Context: an optimization exercise on an open-source flow, tuned for small area. The choices shown serve that exercise and are no tape-out recipe. Function was checked by simulation only, so behaviour that the tests miss may differ from the original. Power and IR drop assume default switching activity. The clock port is modelled as an ideal driver; clocking choices that lean on that would not hold on a real chip.

==> flow/design.v <==
`default_nettype none
module apb_slave_mem #(
    parameter int DATA_WIDTH  = 16,
    parameter int ADDR_WIDTH  = 16,
    parameter int DEPTH       = 256,
    parameter int BASE_ADDR   = 0,
    parameter int WAIT_CYCLES = 2
) (
    input  logic                  i_PCLK,
    input  logic                  i_PRESETn,
    input  logic [ADDR_WIDTH-1:0] i_PADDR,
    input  logic                  i_PSEL,
    input  logic                  i_PENABLE,
    input  logic                  i_PWRITE,
    input  logic [DATA_WIDTH-1:0] i_PWDATA,
    output logic                  o_PREADY,
    output logic [DATA_WIDTH-1:0] o_PRDATA,
    output logic                  o_PSLVERR
);
    localparam int c_IDX_W = (DEPTH > 1) ? $clog2(DEPTH) : 1;
    localparam int c_LO_W  = c_IDX_W / 2;
    localparam int c_HI_W  = c_IDX_W - c_LO_W;
    localparam logic [ADDR_WIDTH:0] c_BASE_EXT  = (ADDR_WIDTH+1)'(BASE_ADDR);
    localparam logic [ADDR_WIDTH:0] c_DEPTH_EXT = (ADDR_WIDTH+1)'(DEPTH);
    logic                    w_setup;
    logic [ADDR_WIDTH:0]     w_diff;
    logic                    w_err_new;
    logic [c_IDX_W-1:0]      w_idx_new;
    assign w_setup   = i_PSEL && !i_PENABLE;
    assign w_diff    = {1'b0, i_PADDR} - c_BASE_EXT;
    assign w_err_new = ({1'b0, i_PADDR} < c_BASE_EXT) || (w_diff >= c_DEPTH_EXT);
    assign w_idx_new = w_diff[c_IDX_W-1:0];
    logic r_pready_q, r_pslverr_q, r_rd_q, r_we_q;
    always_ff @(posedge i_PCLK or negedge i_PRESETn) begin
        if (!i_PRESETn) begin
            r_pready_q  <= 1'b0;
            r_pslverr_q <= 1'b0;
            r_rd_q      <= 1'b0;
            r_we_q      <= 1'b0;
        end else begin
            r_pready_q  <= w_setup;
            r_pslverr_q <= w_setup && w_err_new;
            r_rd_q      <= w_setup && !w_err_new && !i_PWRITE;
            r_we_q      <= w_setup && !w_err_new && i_PWRITE;
        end
    end
    logic [c_IDX_W-1:0]    r_idx_q;
    logic [DATA_WIDTH-1:0] r_wdata_q;
    always_ff @(posedge i_PCLK) begin
        r_idx_q   <= w_idx_new;
        r_wdata_q <= i_PWDATA;
    end
    localparam int c_NLO = 1 << c_LO_W;
    localparam int c_NHI = 1 << c_HI_W;
    logic [c_NLO-1:0] w_wlo, w_rlo;
    logic [c_NHI-1:0] w_hi;
    apb_mem_predec #(.N(c_LO_W)) u_wlo (
        .i_en (r_we_q && i_PSEL),
        .i_idx(r_idx_q[c_LO_W-1:0]),
        .o_sel(w_wlo)
    );
    apb_mem_predec #(.N(c_LO_W)) u_rlo (
        .i_en (r_rd_q),
        .i_idx(r_idx_q[c_LO_W-1:0]),
        .o_sel(w_rlo)
    );
    apb_mem_predec #(.N(c_HI_W)) u_hi (
        .i_en (1'b1),
        .i_idx(r_idx_q[c_IDX_W-1:c_LO_W]),
        .o_sel(w_hi)
    );
    logic [DEPTH-1:0][DATA_WIDTH-1:0] r_mem_q, w_mem_d;
    logic [DEPTH-1:0]                 w_load, w_keep, w_sel_n;
    for (genvar i = 0; i < DEPTH; i++) begin : g_word
        apb_mem_nand2 u_wdec (
            .a(w_wlo[i % c_NLO]),
            .b(w_hi[i / c_NLO]),
            .y(w_keep[i])
        );
        apb_mem_inv u_load (
            .a(w_keep[i]),
            .y(w_load[i])
        );
        apb_mem_nand2 u_rdec (
            .a(w_rlo[i % c_NLO]),
            .b(w_hi[i / c_NLO]),
            .y(w_sel_n[i])
        );
        apb_mem_hold #(.W(DATA_WIDTH)) u_hold (
            .i_q   (r_mem_q[i]),
            .i_keep({DATA_WIDTH{w_keep[i]}}),
            .i_d   (r_wdata_q),
            .i_load({DATA_WIDTH{w_load[i]}}),
            .o_y   (w_mem_d[i])
        );
    end
    always_ff @(posedge i_PCLK) begin
        r_mem_q <= w_mem_d;
    end
    localparam int c_NP = DEPTH / 2;
    localparam int c_NG = c_NP / 16;
    logic [c_NP*DATA_WIDTH-1:0] w_z;
    logic [c_NG*DATA_WIDTH-1:0] w_g;
    logic [DATA_WIDTH-1:0] w_rd;
    for (genvar p = 0; p < c_NP; p++) begin : g_pair
        apb_mem_oai22 #(.W(DATA_WIDTH)) u_oai (
            .i_a0(r_mem_q[2*p]),   .i_s0({DATA_WIDTH{w_sel_n[2*p]}}),
            .i_a1(r_mem_q[2*p+1]), .i_s1({DATA_WIDTH{w_sel_n[2*p+1]}}),
            .o_y (w_z[p*DATA_WIDTH +: DATA_WIDTH])
        );
    end
    for (genvar g = 0; g < c_NG; g++) begin : g_grp
        apb_mem_or16 #(.W(DATA_WIDTH)) u_or (
            .i_z(w_z[16*g*DATA_WIDTH +: 16*DATA_WIDTH]),
            .o_y(w_g[g*DATA_WIDTH +: DATA_WIDTH])
        );
    end
    apb_mem_rdout #(.W(DATA_WIDTH), .N(c_NG)) u_out (
        .i_en({DATA_WIDTH{r_rd_q}}),
        .i_g (w_g),
        .o_q (w_rd)
    );
    assign o_PREADY  = r_pready_q;
    assign o_PRDATA  = w_rd;
    assign o_PSLVERR = r_pslverr_q;
endmodule
module apb_mem_predec #(
    parameter int N = 4
) (
    input  logic              i_en,
    input  logic [N-1:0]      i_idx,
    output logic [(1<<N)-1:0] o_sel
);
    always_comb begin
        for (int i = 0; i < (1 << N); i++) begin
            o_sel[i] = i_en && (i_idx == N'(i));
        end
    end
endmodule
module apb_mem_nand2 (
    input  logic a,
    input  logic b,
    output logic y
);
    assign y = ~(a & b);
endmodule
module apb_mem_inv (
    input  logic a,
    output logic y
);
    assign y = ~a;
endmodule
module apb_mem_hold #(
    parameter int W = 16
) (
    input  logic [W-1:0] i_q,
    input  logic [W-1:0] i_keep,
    input  logic [W-1:0] i_d,
    input  logic [W-1:0] i_load,
    output logic [W-1:0] o_y
);
    assign o_y = (i_q & i_keep) | (i_d & i_load);
endmodule
module apb_mem_oai22 #(
    parameter int W = 16
) (
    input  logic [W-1:0] i_a0,
    input  logic [W-1:0] i_s0,
    input  logic [W-1:0] i_a1,
    input  logic [W-1:0] i_s1,
    output logic [W-1:0] o_y
);
    assign o_y = ~((i_a0 | i_s0) & (i_a1 | i_s1));
endmodule
module apb_mem_or16 #(
    parameter int W = 16
) (
    input  logic [16*W-1:0] i_z,
    output logic [W-1:0] o_y
);
    always_comb begin
        o_y = '0;
        for (int k = 0; k < 16; k++) begin
            o_y = o_y | i_z[k*W +: W];
        end
    end
endmodule
module apb_mem_rdout #(
    parameter int W = 16,
    parameter int N = 8
) (
    input  logic [W-1:0]   i_en,
    input  logic [N*W-1:0] i_g,
    output logic [W-1:0] o_q
);
    logic [W-1:0] w_or;
    always_comb begin
        w_or = '0;
        for (int k = 0; k < N; k++) begin
            w_or = w_or | i_g[k*W +: W];
        end
    end
    assign o_q = ~w_or & i_en;
endmodule
`default_nettype wire
`default_nettype none
module apb_mem_top (
    input  logic        i_PCLK,
    input  logic        i_PRESETn,
    input  logic [15:0] i_PADDR,
    input  logic        i_PSEL,
    input  logic        i_PENABLE,
    input  logic        i_PWRITE,
    input  logic [15:0] i_PWDATA,
    output logic        o_PREADY,
    output logic [15:0] o_PRDATA,
    output logic        o_PSLVERR
);
    apb_slave_mem #(
        .DATA_WIDTH (16),
        .ADDR_WIDTH (16),
        .DEPTH      (256),
        .BASE_ADDR  (16'h0100),
        .WAIT_CYCLES(2)
    ) u_mem (
        .i_PCLK   (i_PCLK),
        .i_PRESETn(i_PRESETn),
        .i_PADDR  (i_PADDR),
        .i_PSEL   (i_PSEL),
        .i_PENABLE(i_PENABLE),
        .i_PWRITE (i_PWRITE),
        .i_PWDATA (i_PWDATA),
        .o_PREADY (o_PREADY),
        .o_PRDATA (o_PRDATA),
        .o_PSLVERR(o_PSLVERR)
    );
endmodule
`default_nettype wire
==> flow/config.mk <==
export PLATFORM = sky130hd
export DESIGN_NAME = apb_mem_top
export DESIGN_NICKNAME = apb_mem_top
export VERILOG_FILES = /design/flow/design.v
export SDC_FILE = /design/flow/constraint.sdc
export NUM_CORES = 4
export LEC_CHECK = 0
export CAP_MARGIN = 20
export CORE_MARGIN = 2
export CORE_UTILIZATION = 80
export CTS_CLUSTER_DIAMETER = 80
export CTS_CLUSTER_SIZE = 30
export SLEW_MARGIN = 20
export SYNTH_HIERARCHICAL = 1
export SYNTH_MEMORY_MAX_BITS = 8192
==> flow/constraint.sdc <==
create_clock -name core_clock -period 10.0 [get_ports {i_PCLK}]
set_input_delay 2.0000 -clock core_clock [delete_from_list [all_inputs] [get_ports {i_PCLK}]]
set_output_delay 2.0000 -clock core_clock [all_outputs]
set_load 0.01 [all_outputs]
standard.sh (not shown) runs the stock make flow with config.mk's settings and CLKGATE_MAP_FILE= SYNTH_SCRIPT=/design/flow/synth_recipe.tcl, a recipe that flattens the netlist after the stock synthesis.
==> flow/flow/run.sh <==
#!/bin/bash
# The standard layout (standard.sh, unchanged synthesis and steps) with two
# settings ORFS reads from the environment:
#  - the port buffers are the smallest buffer cell.
# The whole ORFS run's output goes to standard.log in this folder; ORFS's
# per-step logs stay under orfs/logs/.
set -euo pipefail
export CTS_ARGS="-sink_clustering_enable -repair_clock_nets -dont_use_dummy_load -sink_clustering_size 30 -sink_clustering_max_diameter 80"
export BUFFER_PORTS_ARGS="-buffer_cell sky130_fd_sc_hd__buf_1"
bash standard.sh > standard.log 2>&1
Next try:
Settings changed: CAP_MARGIN 20 to 5, SLEW_MARGIN 20 to 5.
Result: With this change the flow completed and failed the layout checks on max-capacitance violations, max-slew violations. Combinational power stays flat. Final cell count is about the same. Total power hardly moves. Clock power hardly moves. Hold slack is about the same. Cell area stays flat. Clock skew grows by 10 ps. Count of clock-buffer cells in the layout is unchanged. Utilization is about the same.
Next try:
==> flow/run.sh (new file) <==
#!/bin/bash
# synth_recipe.tcl (not shown) runs the flow's synth.tcl, then flattens the netlist and writes it again
# the make line also repeats each setting of config.mk as NAME=value (left out here)
make -C /OpenROAD-flow-scripts/flow DESIGN_CONFIG=/design/flow/config.mk WORK_HOME=/design/flow/orfs CLKGATE_MAP_FILE= SYNTH_SCRIPT=/design/flow/synth_recipe.tcl finish
Settings changed: CAP_MARGIN 5 to 20, CORE_UTILIZATION 80 to 70, SLEW_MARGIN 5 to 20.
removed: flow/flow/run.sh
removed: flow/standard.sh
After rerunning: The new run went through all stages and came out clean; power rises by about 1.5%; die area goes up by 14%; routed wire length stays flat; non-clock buffer count increases by 7; clock power came out higher by about 4.6%; clock-buffer cell count climbs by 21; critical path depth stays the same; global-route usage shrinks by 7.1 points; setup slack gets better by 650 ps.
Next try:
==> flow/flow/run.sh (new file) <==
#!/bin/bash
# The standard layout (standard.sh, unchanged synthesis and steps) with two
# settings ORFS reads from the environment:
#  - the port buffers are the smallest buffer cell.
# The whole ORFS run's output goes to standard.log in this folder; ORFS's
# per-step logs stay under orfs/logs/.
set -euo pipefail
export CTS_ARGS="-sink_clustering_enable -repair_clock_nets -dont_use_dummy_load -sink_clustering_size 30 -sink_clustering_max_diameter 80"
export BUFFER_PORTS_ARGS="-buffer_cell sky130_fd_sc_hd__buf_1"
bash standard.sh > standard.log 2>&1
==> flow/standard.sh (new file) <==
#!/bin/bash
# synth_recipe.tcl (not shown) runs the flow's synth.tcl, then flattens the netlist and writes it again
# the make line also repeats each setting of config.mk as NAME=value (left out here)
make -C /OpenROAD-flow-scripts/flow DESIGN_CONFIG=/design/flow/config.mk WORK_HOME=/design/flow/orfs CLKGATE_MAP_FILE= SYNTH_SCRIPT=/design/flow/synth_recipe.tcl "${@:-finish}"
removed: flow/run.sh
Outcome: Die area is unchanged. Synthesized area is unchanged. Count of clock-buffer cells in the layout goes down by 20. Wire length goes down by 1.0%. Non-clock buffer count shrinks by 14. Final cell count is about the same. Sequential cell count does not change. Synthesized cell count does not change.

separate check: timing with driven ports:
The results above use ideal ports. As a check the final layouts listed here were re-extracted and re-timed, cells and wires unchanged. Step 1: set_driving_cell puts a clkbuf_16 on i_PCLK and a buf_2 on each other input, an assumption about the parent block. Step 2 times the ports against the registers' clock, not the clock port: input delays grow and output delays shrink by t, the midpoint of the rising clock arrivals with the driver on. a / b / c = ideal / step 1 / step 2; a / b = the first two.
run	t, ns	setup WS [ns]	worst register clock-pin slew, ns	cell pins on the clock port's net
the first run	0.997	0.489 / 0.389 / 1.386	0.12 / 0.12	1
the second run	0.984	0.287 / 0.187 / 1.172	0.12 / 0.12	1
the third run	0.981	0.942 / 0.841 / 1.822	0.12 / 0.12	1
the fourth run	0.956	1.173 / 1.074 / 2.030	0.12 / 0.12	1
